Background: an optimization exercise with open tools, aiming at small area and a short achievable clock period. Do not read the settings as production practice.
In this exercise RTL edits were held to simulation tests only and were not proved equivalent to the original.
No activity file was given, so power comes from the tool's default toggle rates.

## flow/design.v

```verilog
module smm_result_sorter #(
    parameter int unsigned DEPTH = 48,
    parameter int unsigned IDX_W = 5,
    parameter int unsigned VAL_W = 9
) (
    input  logic             clk,
    input  logic             rst,
    input  logic             in_valid,
    input  logic [IDX_W-1:0] in_row,
    input  logic [IDX_W-1:0] in_col,
    input  logic [VAL_W-1:0] in_val,
    output logic             in_ready,
    output logic             out_valid,
    output logic             out_last,
    output logic [IDX_W-1:0] out_row,
    output logic [IDX_W-1:0] out_col,
    output logic [VAL_W-1:0] out_val,
    output logic             overflow
);
    localparam int unsigned KEY_W = 2 * IDX_W;
    localparam int unsigned CNT_W = $clog2(DEPTH + 1);
    localparam logic [1:0] StIdle  = 2'd0;
    localparam logic [1:0] StLoad  = 2'd1;
    localparam logic [1:0] StDrain = 2'd2;
    logic [1:0]       state_q;
    logic [KEY_W-1:0] key_q [DEPTH];
    logic [VAL_W-1:0] val_q [DEPTH];
    logic [CNT_W-1:0] count_q;
    logic [CNT_W-1:0] idx_q;
    logic             ovf_q;
    logic             p_valid_q;
    logic [KEY_W-1:0] p_key_q;
    logic [VAL_W-1:0] p_val_q;
    logic             draining;
    logic             take;
    logic             drain_last;
    logic             full;
    logic             match;
    logic             ins;
    logic             drop;
    logic [DEPTH-1:0] occ;
    logic [DEPTH-1:0] lt;
    logic [DEPTH-1:0] eq;
    logic [DEPTH-1:0] rsel;
    logic [DEPTH-1:0] s_w, s_p, s_h;
    logic [KEY_W-1:0] rd_key;
    logic [VAL_W-1:0] rd_val;
    logic [VAL_W:0]   sum_w;
    logic [VAL_W-1:0] sum;
    function automatic logic key_lt(input logic [KEY_W-1:0] a, input logic [KEY_W-1:0] b);
        logic l;
        l = 1'b0;
        for (int k = 0; k < KEY_W; k++) begin
            l = (!a[k] && b[k]) || (!(a[k] ^ b[k]) && l);
        end
        key_lt = l;
    endfunction
    assign draining   = (state_q == StDrain);
    assign in_ready   = !draining;
    assign take       = in_valid && !draining;
    assign drain_last = (idx_q + CNT_W'(1) == count_q);
    assign full       = (count_q == CNT_W'(DEPTH));
    always_comb begin
        for (int i = 0; i < DEPTH; i++) begin
            occ[i]  = p_valid_q && (CNT_W'(i) < count_q);
            lt[i]   = occ[i] && key_lt(key_q[i], p_key_q);
            eq[i]   = occ[i] && !(|(key_q[i] ^ p_key_q));
            rsel[i] = eq[i] || (draining && (idx_q == CNT_W'(i)));
        end
    end
    assign match = |eq;
    assign ins   = p_valid_q && !match && !full;
    assign drop  = p_valid_q && !match && full;
    always_comb begin
        rd_key = '0;
        rd_val = '0;
        for (int i = 0; i < DEPTH; i++) begin
            rd_key = rd_key | (key_q[i] & {KEY_W{rsel[i]}});
            rd_val = rd_val | (val_q[i] & {VAL_W{rsel[i]}});
        end
    end
    assign sum_w    = {1'b0, rd_val} + {1'b0, p_val_q};
    assign sum      = sum_w[VAL_W] ? {VAL_W{1'b1}} : sum_w[VAL_W-1:0];
    assign overflow = ovf_q || drop;
    always_ff @(posedge clk) begin
        if (rst) begin
            state_q <= StIdle;
        end else begin
            case (state_q)
                StIdle:  if (in_valid) state_q <= StLoad;
                StLoad:  if (!in_valid) state_q <= StDrain;
                StDrain: if (drain_last) state_q <= StIdle;
                default: state_q <= StIdle;
            endcase
        end
    end
    always_ff @(posedge clk) begin
        p_key_q <= {in_row, in_col};
        p_val_q <= in_val;
        if (rst) begin
            p_valid_q <= 1'b0;
        end else begin
            p_valid_q <= take;
        end
    end
    always_comb begin
        for (int j = 0; j < DEPTH; j++) begin
            s_w[j] = eq[j] || (ins && !lt[j] && (j == 0 || lt[j-1]));
            s_p[j] = ins && j != 0 && !lt[j == 0 ? 0 : j-1];
            s_h[j] = !(s_w[j] || s_p[j]);
        end
    end
    always_ff @(posedge clk) begin
        for (int j = 0; j < DEPTH; j++) begin
            key_q[j] <= (key_q[j] & {KEY_W{s_h[j]}})
                      | (key_q[j == 0 ? 0 : j-1] & {KEY_W{s_p[j]}})
                      | (p_key_q & {KEY_W{s_w[j]}});
            val_q[j] <= (val_q[j] & {VAL_W{s_h[j]}})
                      | (val_q[j == 0 ? 0 : j-1] & {VAL_W{s_p[j]}})
                      | (sum & {VAL_W{s_w[j]}});
        end
    end
    always_ff @(posedge clk) begin
        if (rst) begin
            count_q <= '0;
            idx_q   <= '0;
            ovf_q   <= 1'b0;
        end else begin
            if (state_q == StIdle && in_valid) begin
                ovf_q <= 1'b0;
            end else if (drop) begin
                ovf_q <= 1'b1;
            end
            if (draining) begin
                if (drain_last) begin
                    idx_q   <= '0;
                    count_q <= '0;
                end else begin
                    idx_q <= idx_q + CNT_W'(1);
                end
            end else if (ins) begin
                count_q <= count_q + CNT_W'(1);
            end
        end
    end
    always_ff @(posedge clk) begin
        if (rst || !draining) begin
            out_valid <= 1'b0;
            out_last  <= 1'b0;
            out_row   <= '0;
            out_col   <= '0;
            out_val   <= '0;
        end else begin
            out_valid <= 1'b1;
            out_last  <= drain_last;
            out_row   <= rd_key[KEY_W-1:IDX_W];
            out_col   <= rd_key[IDX_W-1:0];
            out_val   <= rd_val;
        end
    end
endmodule
```

## flow/run.sh

```bash
#!/bin/bash
# synth_recipe.tcl (not shown) runs the flow's synth.tcl, then flattens the netlist and writes it again
# the make line also repeats each setting of config.mk as NAME=value (left out here)
make -C /OpenROAD-flow-scripts/flow DESIGN_CONFIG=/design/flow/config.mk WORK_HOME=/design/flow/orfs CLKGATE_MAP_FILE= SYNTH_SCRIPT=/design/flow/synth_recipe.tcl finish
```

## flow/config.mk

```make
export PLATFORM = sky130hd
export DESIGN_NAME = smm_result_sorter
export DESIGN_NICKNAME = smm_result_sorter
export VERILOG_FILES = /design/flow/design.v
export SDC_FILE = /design/flow/constraint.sdc
export NUM_CORES = 4
export LEC_CHECK = 0
export CAP_MARGIN = 20
export CORE_MARGIN = 2
export CORE_UTILIZATION = 40
export SLEW_MARGIN = 20
```

## flow/constraint.sdc

```tcl
create_clock -name core_clock -period 7.0 [get_ports {clk}]
set_input_delay 1.4000 -clock core_clock [delete_from_list [all_inputs] [get_ports {clk}]]
set_output_delay 1.4000 -clock core_clock [all_outputs]
set_load 0.01 [all_outputs]
```

==> flow_summary.json, run 1 <==
{
  "start_kind": "flip-flop",
  "wl_per_cell_um": 45.1,
  "period_minus_slack_ns": 7.04,
  "first_pass_iters": 11,
  "max-slew-margin-rel_pct": 6.88,
  "placed_area_mm2": 0.0609,
  "holdBufCountCts": 0,
  "syn_area_mm2": 0.0555,
  "power.density_mw_per_mm2": 294,
  "core_mm2": 0.137,
  "worstPathRequired_ns": 7.68,
  "fin_crit_sh_pct": 101,
  "grt_pass1_wl_um": 498000,
  "drv_cap": 0,
  "slew_violations": 0,
  "grt_start_max_net_pins": 152,
  "syn_area_per_cell_um2": 8.86,
  "cp.arrival_ns": 7.71,
  "drt_iter0_markers": 12000,
  "so.violations": "negative setup slack",
  "hold_class": "reg2reg",
  "mostFrequentLayoutCell": "dfxtp_1",
  "critPathMaxFanout": 15,
  "yosys.area.top_type": "dfxtp_1",
  "synth_area_leaders": "dfxtp_1 (34%), ha_1 (11%), a221o_1 (10%)",
  "via_count": 62200,
  "remaining_drc_errors": 0,
  "final_area_mm2": 0.0650,
  "grt.overflow.total": 0,
  "cellLeakagePower_uw": 0.0256,
  "cp-end-kind": "flip-flop",
  "seq_area_frac_synth_pct": 35.3,
  "cts_root_buf": "clkbuf_16",
  "cts_buffers": 113,
  "cts_tree": "built",
  "clock_latency_ns": 0.80,
  "finalSetupViolCount": 7,
  "viasPerCell": 7.43,
  "fin_tns_setup_ns": -0.135,
  "synth_edf_count": 19,
  "cts_sinks": 968,
  "initial_core_util_pct": 40.3,
  "cts_resized": 1,
  "synth_warnings": 4,
  "synthArstFlopShare_pct": 0,
  "ys_ff_latch": 968,
  "worst_pin_slew_ns": 1.40,
  "htree_levels": 3,
  "finalWeightedCongestion": 1.15,
  "post_cts_buffers": 0,
  "power_uw": 19100,
  "dieArea_mm2": 0.142,
  "setup_ws_ns": -0.0385,
  "path_class": "reg2reg",
  "outcome": "failed layout checks",
  "fin_nets": 6976,
  "finalHoldViolCount": 0,
  "grt_setup_unrepaired": "false",
  "peakVddDrop_uv": 229,
  "rows": 136,
  "layout-drive-gt1-share_pct": 13.3,
  "first_global_vias": 54800,
  "ant_nets": 0,
  "grt_antenna_before_repair": 47,
  "portBuffers": 44,
  "boundaryPins": 45,
  "die_x_um": 376,
  "yosys.area.top_type_share_pct": 34.2,
  "final_cell_mix": "dfxtp_1 (937), a221o_1 (552), inv_1 (532), nor2_1 (520), a22oi_1 (512)",
  "netlist_instances": 6261,
  "max_freq_mhz": 142,
  "post-dp-hpwl_um": 292000,
  "synthFlopType": "dfxtp_1",
  "skew_ns": 0.0587,
  "totalWireLength_um": 378000,
  "die-height_um": 376,
  "fillers": 13300,
  "synth_fp_nets": 6779,
  "synth.distinct_cells": 96,
  "syn2layout_area_growth_pct": 17.3,
  "path_clk_slew_ns": 0.06,
  "clock_path_buffers": 3,
  "grt_use_total_pct": 51.4
}
-- cell usage after synthesis, types with 95 or more instances --
cell type and instances:
nand2_1 252, a221o_1 552, inv_1 542, nand4_1 113, a21oi_1 150, clkbuf_1 285, ha_1 495, a21o_1 134
buf_2 95, nand3_1 153, nor3_1 229, nor2_1 527, o21ai_0 279, a22oi_1 512, dfxtp_1 949
-- metal layers --
| metal | vias up | global-route usage [%] | share of wire, % |
|---|---|---|---|
| li1 | 24700 | - | - |
| met3 | 1416 | 25.6 | 16 |
| met4 | 44 | 31.5 | 7.9 |
| met1 | 30400 | 65.8 | 38 |
| met2 | 5697 | 67.5 | 37 |
| met5 | - | 0.515 | 0.12 |
-- final cells by class --
class | count | area (um^2) | share of cell area (%)
diodes | 28 | 70.1 | 0.108
clock buffers | 170 | 3400 | 5.23
clock inverters | 42 | 602 | 0.925
inverters | 552 | 2070 | 3.19
multi-input cells | 4326 | 32500 | 50.0
flip-flops and latches | 968 | 19600 | 30.1
well taps | 1794 | 2240 | 3.45
repair buffers | 497 | 4510 | 6.94
-- stage by stage --
| step | utilization, % | std cells | hold WS [ns] | worst slack (ns) |
|---|---|---|---|---|
| floorplan | - | 6261 | 0.424 | 1.23 |
| global placement | 44.3 | 8135 | 0.455 | -0.408 |
| detailed placement | 44.3 | 8137 | 0.464 | -0.0911 |
| CTS | 47.2 | 8349 | 0.465 | 0.154 |
| global route | 47.3 | 8349 | 0.489 | 0.0497 |
| finish | 47.3 | 8377 | 0.476 | -0.0385 |
-- worst paths after layout --
kind | start | end | slack (ns) | cells after the start
worst min-delay path | val_q[36][0] | val_q[37][0] | 0.48 | 2
worst min register to register | val_q[36][0] | val_q[37][0] | 0.48 | 2
worst max register to register | count_q[3] | val_q[28][0] | -0.04 | 18
worst max-delay path | count_q[3] | val_q[28][0] | -0.04 | 18
-- logic make-up (layout without fill, tap and decap cells) --
kind of cell / after synthesis / after routing / share of synthesized area, %
AOI/OAI and AO/OA: 2294 / 2294 / 32.9
and+or+nand+nor: 1519 / 1519 / 13.4
DFF: 968 / 968 / 35.3
buffers and inverters: 967 / 1261 / 6.97
adders and majority gates: 496 / 496 / 11.2
xor gates and xnor gates: 17 / 17 / 0.268
other: 0 / 28 / 0
-- worst max-delay path, cell delays in order (launching register included) --
cell      delay [ns]
dfxtp_1         0.65
or2_2           0.53
o21ai_0         0.82
or3_1           0.28
nand2_1         0.36
a22o_1          0.31
a221oi_1        0.97
nand4_1         0.21
or3_1           0.58
ha_1            0.39
nor2b_1         0.15
a41o_1          0.22
or2_2           0.37
buf_4           0.17
nor2_4          0.22
clkinv_1        0.11
buf_4           0.19
a22o_1          0.20
a21o_1          0.15
-- state kept, by name, indices dropped and copies added (netlist names), named ones only --
register and count:
p_valid_q 1, ovf_q 1, state_q 2, out_valid 1, out_last 1, idx_q 6
key_q 470, count_q 6, val_q 423, p_key_q 10, out_row 5, p_val_q 9
out_val 9, out_col 5
-- report_power, final --
part,leakage [uW],switching (uW),internal [uW]
clock network,0.00195,2790,3710
logic,0.0158,2450,1750
registers,0.00792,2030,6410
==> run 2, diff against run 1 <==
--- a/flow/design.v
+++ b/flow/design.v
@@ -26,7 +26,8 @@
     logic [KEY_W-1:0] key_q [DEPTH];
     logic [VAL_W-1:0] val_q [DEPTH];
     logic [CNT_W-1:0] count_q;
-    logic [CNT_W-1:0] idx_q;
+    logic [7:0]       dlo_q;    
+    logic [5:0]       dhi_q;    
     logic             ovf_q;
     logic             p_valid_q;
     logic [KEY_W-1:0] p_key_q;
@@ -42,6 +43,9 @@
     logic [DEPTH-1:0] lt;
     logic [DEPTH-1:0] eq;
     logic [DEPTH-1:0] rsel;
+    logic [DEPTH-1:0] ltc, eqc, lt_d, eq_d, lt_q, eq_q;
+    logic             pk_lt, pk_eq;
+    logic [KEY_W-1:0] in_key;
     logic [DEPTH-1:0] s_w, s_p, s_h;
     logic [KEY_W-1:0] rd_key;
     logic [VAL_W-1:0] rd_val;
@@ -51,23 +55,32 @@
         logic l;
         l = 1'b0;
         for (int k = 0; k < KEY_W; k++) begin
-            l = (!a[k] && b[k]) || (!(a[k] ^ b[k]) && l);
+            l = (a[k] ^ b[k]) ? b[k] : l;
         end
         key_lt = l;
     endfunction
+    assign in_key     = {in_row, in_col};
     assign draining   = (state_q == StDrain);
     assign in_ready   = !draining;
     assign take       = in_valid && !draining;
-    assign drain_last = (idx_q + CNT_W'(1) == count_q);
+    assign drain_last = (count_q == CNT_W'(1));
     assign full       = (count_q == CNT_W'(DEPTH));
     always_comb begin
         for (int i = 0; i < DEPTH; i++) begin
-            occ[i]  = p_valid_q && (CNT_W'(i) < count_q);
-            lt[i]   = occ[i] && key_lt(key_q[i], p_key_q);
-            eq[i]   = occ[i] && !(|(key_q[i] ^ p_key_q));
-            rsel[i] = eq[i] || (draining && (idx_q == CNT_W'(i)));
+            occ[i]  = (CNT_W'(i) < count_q);
+            ltc[i]  = occ[i] && key_lt(key_q[i], in_key);
+            eqc[i]  = occ[i] && (key_q[i] == in_key);
+        end
+        pk_lt = key_lt(p_key_q, in_key);
+        pk_eq = (p_key_q == in_key);
+        for (int i = 0; i < DEPTH; i++) begin
+            lt_d[i] = (s_h[i] && ltc[i]) || (s_p[i] && ltc[i == 0 ? 0 : i-1]) || (s_w[i] && pk_lt);
+            eq_d[i] = (s_h[i] && eqc[i]) || (s_p[i] && eqc[i == 0 ? 0 : i-1]) || (s_w[i] && pk_eq);
+            rsel[i] = eq_q[i] || (dhi_q[i / 8] && dlo_q[i % 8]);
         end
     end
+    assign lt    = lt_q;
+    assign eq    = eq_q;
     assign match = |eq;
     assign ins   = p_valid_q && !match && !full;
     assign drop  = p_valid_q && !match && full;
@@ -95,12 +108,16 @@
         end
     end
     always_ff @(posedge clk) begin
-        p_key_q <= {in_row, in_col};
+        p_key_q <= in_key;
         p_val_q <= in_val;
-        if (rst) begin
+        if (rst || !take) begin
             p_valid_q <= 1'b0;
+            lt_q      <= '0;
+            eq_q      <= '0;
         end else begin
-            p_valid_q <= take;
+            p_valid_q <= 1'b1;
+            lt_q      <= lt_d;
+            eq_q      <= eq_d;
         end
     end
     always_comb begin
@@ -123,7 +140,6 @@
     always_ff @(posedge clk) begin
         if (rst) begin
             count_q <= '0;
-            idx_q   <= '0;
             ovf_q   <= 1'b0;
         end else begin
             if (state_q == StIdle && in_valid) begin
@@ -132,15 +148,22 @@
                 ovf_q <= 1'b1;
             end
             if (draining) begin
-                if (drain_last) begin
-                    idx_q   <= '0;
-                    count_q <= '0;
-                end else begin
-                    idx_q <= idx_q + CNT_W'(1);
-                end
+                count_q <= count_q - CNT_W'(1);
             end else if (ins) begin
                 count_q <= count_q + CNT_W'(1);
             end
+        end
+    end
+    always_ff @(posedge clk) begin
+        if (rst || (draining && drain_last)) begin
+            dlo_q <= 8'b1;
+            dhi_q <= '0;
+        end else if (draining) begin
+            dlo_q <= {dlo_q[6:0], dlo_q[7]};
+            if (dlo_q[7]) dhi_q <= {dhi_q[4:0], 1'b0};
+        end else if (state_q == StLoad && !in_valid) begin
+            dlo_q <= 8'b1;
+            dhi_q <= 6'b1;
         end
     end
     always_ff @(posedge clk) begin
==> run 2 against run 1 <==
Against the previous run: now clean on timing, DRC and antenna; sequential power rose by 33%; sequential share of layout area is 4.2 points higher; register-to-register slack improved by 1.1 ns; count of clock-buffer cells in the layout increased by 12; clock power up 11%; maximum frequency grew 18%; synthesized area is 0.67% higher; critical path depth fell by 5; total power rose by 17%; clock skew is 0.021 ns lower; final cell count is 1.4% higher.
==> flow_summary.json, run 2 <==
{
  "start_kind": "flip-flop",
  "dp_slack_ns": 1.49,
  "remaining_drc_errors": 0,
  "synth_edf_count": 19,
  "rows": 137,
  "boundaryPins": 45,
  "top_regs": "key_q x470, val_q x423",
  "totalWireLength_um": 413000,
  "fin_nets": 6576,
  "grt.overflow.total": 0,
  "ant_nets": 0,
  "fin_tns_setup_ns": 0,
  "grt_start_max_net_pins": 72,
  "outcome": "timing/DRC/antenna clean",
  "path_class": "reg2reg",
  "yosys.area.top_type_share_pct": 37.7,
  "post-dp-hpwl_um": 302000,
  "holdBufCountCts": 0,
  "cellLeakagePower_uw": 0.0233,
  "mostFrequentLayoutCell": "dfxtp_1",
  "synth_most_common_cell": "dfxtp_1",
  "via_count": 65000,
  "final_cell_mix": "dfxtp_1 (1047), a22oi_1 (935), o21ai_0 (649), nand2_1 (641), nor2_1 (299)",
  "layout-drive-gt1-share_pct": 9.56,
  "netlist_instances": 6667,
  "synth_fp_nets": 6751,
  "initial_core_util_pct": 40.2,
  "clock_path_buffers": 3,
  "worstPathCellList": "a21o_1, a22oi_1, nand4_1, or4_1, ha_1, nand3_1, o211ai_1, o41ai_1, nor2b_1, o21a_1, nor3_2, buf_12, o21ai_0",
  "placed_area_mm2": 0.0584,
  "synthFlopType": "dfxtp_1",
  "syn_area_per_cell_um2": 8.38,
  "first_global_vias": 57200,
  "finalHoldViolCount": 0,
  "grt_antenna_before_repair": 59,
  "r2r_cells": 13,
  "period_minus_slack_ns": 5.97,
  "htree_levels": 4,
  "grt_setup_unrepaired": "false",
  "cts_resized": 0,
  "first_pass_iters": 10,
  "max_freq_mhz": 168,
  "yosys.area.top_type": "dfxtp_1",
  "critPathMaxStageDelay_ns": 0.90,
  "synth_common_cells": "dfxtp_1 (1053), a22oi_1 (935), o21ai_0 (650)",
  "cts_root_buf": "clkbuf_16",
  "largest_register_ffs": 470,
  "critPathMaxFanout": 40,
  "synth.distinct_cells": 88,
  "post_cts_buffers": 0,
  "dieArea_mm2": 0.143,
  "power_uw": 22400,
  "grt_use_total_pct": 55.8,
  "worstPathRequired_ns": 7.62,
  "crit_slowest_cell": "a22oi_1",
  "fin_crit_sh_pct": 85.2,
  "max-slew-margin-rel_pct": 10.6,
  "syn_area_mm2": 0.0558,
  "slew_violations": 0,
  "whs_ns": 0.456,
  "cts_sinks": 1072,
  "fillers": 13700,
  "cts_buffers": 130,
  "peakVddDrop_uv": 285,
  "synthArstFlopShare_pct": 0,
  "hold_class": "reg2reg",
  "portBuffers": 44,
  "drv_cap": 0,
  "syn2layout_area_growth_pct": 12.9,
  "seq_area_frac_synth_pct": 38.8,
  "hold_depth": 0,
  "die-height_um": 378,
  "synth_warnings": 4,
  "path_clk_slew_ns": 0.06,
  "cp-end-kind": "flip-flop",
  "viasPerCell": 7.65,
  "ys_ff_latch": 1072,
  "grt_pass1_wl_um": 538000,
  "cp.arrival_ns": 6.58,
  "finalSetupViolCount": 0,
  "cts_tree": "built",
  "core_mm2": 0.139,
  "final_area_mm2": 0.0630,
  "largest_register": "key_q",
  "die_x_um": 378,
  "power.density_mw_per_mm2": 355,
  "drt_iter0_markers": 13400,
  "worst_pin_slew_ns": 1.34,
  "synth_area_leaders": "dfxtp_1 (38%), a22oi_1 (13%), o21ai_0 (5.8%)",
  "clock_latency_ns": 0.80,
  "setup_ws_ns": 1.03,
  "finalWeightedCongestion": 1.13,
  "skew_ns": 0.0375,
  "wl_per_cell_um": 48.6
}
-- run 2: changes by cell type in the layout (fill, tap and decap cells not counted), moves of 221 or more --
cell and change:
o21ai_0 +372, a22oi_1 +423, nor2_1 -221, inv_1 -314, ha_1 -434, nand2_1 +390
a221o_1 -471
-- run 2: cell type report --
type / instances / area (um^2) / area share (%)
repair buffers: 310 / 2560 / 4.06
well taps: 1876 / 2350 / 3.72
clock inverters: 46 / 644 / 1.02
inverters: 232 / 875 / 1.39
multi-input cells: 4746 / 31100 / 49.3
diodes: 28 / 70.1 / 0.111
flip-flops and latches: 1072 / 21700 / 34.4
clock buffers: 182 / 3780 / 6.00
-- run 2: critical path: cells and delay by family (launching register included) --
kind | cells | cell delay (ns)
AOI/OAI and AO/OA | 6 | 2.70
buffers and inverters | 1 | 0.29
adders and majority gates | 1 | 0.39
and+or+nand+nor | 5 | 1.85
DFF | 1 | 0.48
-- run 2: layer usage --
layer	global-route usage, %	part of all wire [%]	vias to the layer above
met1	62.8	34	31700
met4	56.6	13	22
met3	22.0	14	1994
met2	78.2	39	6107
met5	0.240	0.038	-
li1	-	-	25100
-- run 2: worst paths after layout --
path               from            to  slack, ns
max            dlo_q[7]  val_q[37][7]       1.03
min reg2reg  p_key_q[8]     flip-flop       0.46
max reg2reg    dlo_q[7]  val_q[37][7]       1.03
min          p_key_q[8]     flip-flop       0.46
-- run 2: power by group --
part           internal [uW]  total, uW  switching, uW
Clock                   4140       7190           3050
Combinational           1650       4000           2340
Sequential              7420      11200           3770
-- run 2: cell families after synthesis --
logic type	Yosys count	share of synthesized area (%)
buf+inv	849	6.19
flops	1072	38.8
compound gates	2804	35.5
xor+xnor	172	2.70
fa+ha+maj	181	3.54
simple gates	1589	13.3
-- run 2: through the flow --
| step | instances | util (%) |
|---|---|---|
| 3_3_place_gp | 8234 | 42.0 |
| 3_5_place_dp | 8234 | 42.0 |
| 5_1_grt | 8464 | 45.3 |
| 2_1_floorplan | 6667 | - |
| 4_1_cts | 8462 | 45.2 |
| 6_report | 8492 | 45.3 |
==> run 3, diff against run 2 <==
--- a/flow/design.v
+++ b/flow/design.v
@@ -38,7 +38,10 @@
     logic             full;
     logic             match;
     logic             ins;
-    logic             drop;
+    logic             match_q;
+    logic             in_match;
+    logic             full_next;
+    logic             in_drop;
     logic [DEPTH-1:0] occ;
     logic [DEPTH-1:0] lt;
     logic [DEPTH-1:0] eq;
@@ -81,9 +84,11 @@
     end
     assign lt    = lt_q;
     assign eq    = eq_q;
-    assign match = |eq;
+    assign match = match_q;
     assign ins   = p_valid_q && !match && !full;
-    assign drop  = p_valid_q && !match && full;
+    assign in_match  = (|eqc) || (pk_eq && (ins || match));
+    assign full_next = full || (ins && count_q == CNT_W'(DEPTH - 1));
+    assign in_drop   = take && !in_match && full_next;
     always_comb begin
         rd_key = '0;
         rd_val = '0;
@@ -94,7 +99,7 @@
     end
     assign sum_w    = {1'b0, rd_val} + {1'b0, p_val_q};
     assign sum      = sum_w[VAL_W] ? {VAL_W{1'b1}} : sum_w[VAL_W-1:0];
-    assign overflow = ovf_q || drop;
+    assign overflow = ovf_q;
     always_ff @(posedge clk) begin
         if (rst) begin
             state_q <= StIdle;
@@ -112,10 +117,12 @@
         p_val_q <= in_val;
         if (rst || !take) begin
             p_valid_q <= 1'b0;
+            match_q   <= 1'b0;
             lt_q      <= '0;
             eq_q      <= '0;
         end else begin
             p_valid_q <= 1'b1;
+            match_q   <= in_match;
             lt_q      <= lt_d;
             eq_q      <= eq_d;
         end
@@ -144,7 +151,7 @@
         end else begin
             if (state_q == StIdle && in_valid) begin
                 ovf_q <= 1'b0;
-            end else if (drop) begin
+            end else if (in_drop) begin
                 ovf_q <= 1'b1;
             end
             if (draining) begin
--- a/flow/config.mk
+++ b/flow/config.mk
@@ -8,4 +8,5 @@
 export CAP_MARGIN = 20
 export CORE_MARGIN = 2
 export CORE_UTILIZATION = 40
+export SETUP_SLACK_MARGIN = 3.0
 export SLEW_MARGIN = 20
==> run 3 against run 2 <==
Against the previous run: non-clock buffer count is 192 higher; synthesized cell count is 1.2% lower; largest power group unchanged; combinational power is 42% higher; register-to-register slack better by 1.2 ns; hold slack better by 0.036 ns; design area is 6.2% higher; synthesized area is 0.49% lower; clock skew is 0.049 ns higher; still clean on timing, DRC and antenna; setup slack better by 1.2 ns; sequential cell count is 1 higher; global-route usage is 2.7 points higher.
==> flow_summary.json, run 3 <==
{
  "worst_pin_slew_ns": 1.36,
  "clock_latency_ns": 0.85,
  "portBuffers": 44,
  "synth_fp_nets": 6668,
  "mostFrequentLayoutCell": "dfxtp_1",
  "cellLeakagePower_uw": 0.0256,
  "grt_pass1_wl_um": 563000,
  "cts_tree": "built",
  "syn_area_per_cell_um2": 8.44,
  "core_mm2": 0.138,
  "grt_antenna_before_repair": 60,
  "worstPathRequired_ns": 7.59,
  "seq_area_frac_synth_pct": 39.0,
  "cts_root_buf": "clkbuf_16",
  "path_class": "reg2reg",
  "whs_ns": 0.491,
  "post-dp-hpwl_um": 306000,
  "top_regs": "key_q x470, val_q x423",
  "path_clk_slew_ns": 0.07,
  "fin_tns_setup_ns": 0,
  "netlist_instances": 6584,
  "drv_cap": 0,
  "final_cell_mix": "dfxtp_1 (1018), a22oi_1 (835), nand2_1 (676), nor2_1 (398), o21ai_0 (356)",
  "die-height_um": 377,
  "first_global_vias": 59400,
  "clock_path_buffers": 3,
  "period_minus_slack_ns": 4.72,
  "hold_class": "reg2reg",
  "r2r_slack_ns": 2.28,
  "power_uw": 24900,
  "yosys.area.top_type_share_pct": 38.0,
  "max_freq_mhz": 212,
  "synth.distinct_cells": 85,
  "grt_use_total_pct": 58.5,
  "ant_nets": 0,
  "synthFlopType": "dfxtp_1",
  "synth_warnings": 4,
  "layout-drive-gt1-share_pct": 17.4,
  "crit_start": "dhi_q[2]",
  "start_kind": "flip-flop",
  "cts_buffers": 118,
  "peakVddDrop_uv": 253,
  "boundaryPins": 45,
  "viasPerCell": 7.92,
  "die_x_um": 377,
  "rows": 136,
  "synth_common_cells": "dfxtp_1 (1054), a22oi_1 (841), nand2_1 (676)",
  "finalWeightedCongestion": 1.14,
  "max-slew-margin-rel_pct": 9.02,
  "syn2layout_area_growth_pct": 20.5,
  "worstReg2RegStart": "dhi_q[2]",
  "dieArea_mm2": 0.142,
  "path_buf_inv": 8,
  "initial_core_util_pct": 40.4,
  "cts_sinks": 1073,
  "cp_num_cells": 17,
  "ys_ff_latch": 1073,
  "via_count": 67700,
  "outcome": "timing/DRC/antenna clean",
  "first_pass_iters": 9,
  "critPathTopFamily": "compound AO/OA/AOI/OAI gates",
  "synth_area_leaders": "dfxtp_1 (38%), a22oi_1 (11%), o21ai_0 (4.7%)",
  "fin_crit_sh_pct": 67.4,
  "power.density_mw_per_mm2": 372,
  "fillers": 13200,
  "crit_top_cell": "buf_12",
  "crit_slowest_cell": "a22oi_2",
  "grt_setup_unrepaired": "true",
  "final_area_mm2": 0.0670,
  "yosys.area.top_type": "dfxtp_1",
  "largest_register": "key_q",
  "r2r_cells": 17,
  "fin_nets": 6691,
  "syn_area_mm2": 0.0556,
  "finalHoldViolCount": 0,
  "worstPathCellList": "a21o_4, buf_4, buf_6, a22oi_2, nand4_1, or4_4, ha_1, inv_1, o21bai_2, a211oi_2, o21bai_4, buf_8, buf_12, nor2_4, buf_12, buf_16, inv_2",
  "synthArstFlopShare_pct": 0,
  "grt_start_max_net_pins": 57,
  "cp-end-kind": "flip-flop",
  "finalSetupViolCount": 0,
  "cp.arrival_ns": 5.31,
  "placed_area_mm2": 0.0586,
  "skew_ns": 0.0860,
  "htree_levels": 3,
  "critPathMaxStageDelay_ns": 0.63,
  "totalWireLength_um": 438000,
  "synth_edf_count": 19,
  "synth_most_common_cell": "dfxtp_1",
  "largest_register_ffs": 470,
  "grt.overflow.total": 0,
  "slew_violations": 0,
  "wl_per_cell_um": 51.3,
  "critPathMaxFanout": 13,
  "remaining_drc_errors": 0,
  "drt_iter0_markers": 14200
}
==> run 3: report_power, final <==
group          switching, uW  internal [uW]  total, uW
registers               4640           7690      12300
logic                   3140           2540       5690
clock network           2960           3920       6880
==> run 3: worst min path at each step <==
stage / cells past startpoint / start / endpoint
after floorplan: 0 / p_key_q[8] / flip-flop
after global placement: 2 / val_q[47][3] / val_q[47][3]
after detailed placement: 2 / val_q[47][3] / val_q[47][3]
after CTS: 2 / key_q[26][9] / key_q[26][9]
after global routing: 2 / val_q[19][8] / val_q[19][8]
final: 2 / key_q[26][9] / key_q[26][9]
==> run 3: layout make-up <==
cell class / instances / area (um^2) / share of cell area [%]
clock inverters: 62 / 863 / 1.29
clock buffers: 154 / 3300 / 4.93
well taps: 1794 / 2240 / 3.35
inverters: 197 / 756 / 1.13
diodes: 52 / 130 / 0.194
repair buffers: 502 / 5390 / 8.04
multi-input cells: 4715 / 32500 / 48.6
flip-flops and latches: 1073 / 21700 / 32.5
==> run 3: layer usage <==
metal	share of wire, %	up-vias	GRT usage [%]	wire length, um
met5	0.094	-	0.274	414
met4	14	20	57.8	59200
met3	15	2620	26.6	65600
met2	39	7133	81.6	170000
met1	33	32800	64.5	143000
li1	-	25100	-	-
==> run 3: kinds of logic (layout without fill, tap and decap cells) <==
group	Yosys count	in the layout	share of synthesized area [%]
DFF	1073	1073	39.0
AOI/OAI and AO/OA	2605	2610	34.1
adders and majority gates	192	192	3.82
other	0	52	0
and+or+nand+nor	1710	1716	14.1
xor gates and xnor gates	197	197	3.11
buffers and inverters	807	915	5.93
==> run 3: timing repair <==
item | CTS | global route
endpoints found under the setup margin | 923 | 587
gates resized for setup | 367 | 291
buffers inserted | 66 | 49
hold buffers | 0 | 0
cloned | 29 | 18
pin swaps | 83 | 119
endpoints found under the hold margin | 0 | 0
==> run 3: worst reg2reg max path, stage by stage (launching register included) <==
cell and delay, ns:
dfxtp_2 0.40, a21o_4 0.29, buf_4 0.23, buf_6 0.23, a22oi_2 0.66, nand4_1 0.19
or4_4 0.59, ha_1 0.37, inv_1 0.11, o21bai_2 0.11, a211oi_2 0.29, o21bai_4 0.12
buf_8 0.15, buf_12 0.13, nor2_4 0.12, buf_12 0.15, buf_16 0.25, inv_2 0.07
==> run 3: through the flow <==
stage | setup slack (ns) | utilization [%] | cells
finish | 2.28 | 48.6 | 8549
global route | 1.92 | 48.6 | 8503
CTS | 2.78 | 47.4 | 8430
detailed placement | 1.72 | 42.6 | 8119
global placement | 1.67 | 42.5 | 8119
floorplan | 3.00 | - | 6584

[re-timing with driven ports]
The flow's constraints put no driver on any port. The routed layouts listed below were extracted and timed again, unchanged, in two steps.
Step 1 sets driving cells, clkbuf_16 on the clock port and buf_2 on the other inputs (assumed; they add their load-dependent delay and slew).
Step 2 times the ports against the registers' clock, not the clock port: input delays grow and output delays shrink by t, the midpoint of the rising clock arrivals with the driver on.
a / b / c = ideal ports / drivers / drivers and shift; a / b = the first two.
run	shift t [ns]	setup WS [ns]	clock arrival spread, ns	worst data-port slew with drivers (ns)	cell pins on the clock port's net
run 1	0.847	-0.038 / -0.038 / -0.038	0.059 / 0.059	0.13	1
run 2	0.869	1.035 / 1.035 / 1.035	0.038 / 0.038	0.09	1
run 3	0.894	2.283 / 2.283 / 2.041	0.087 / 0.086	0.04	1
For run 3, which loses most, drivers alone change the setup slack by 0.000 ns; drivers and shift together by -0.242 ns.
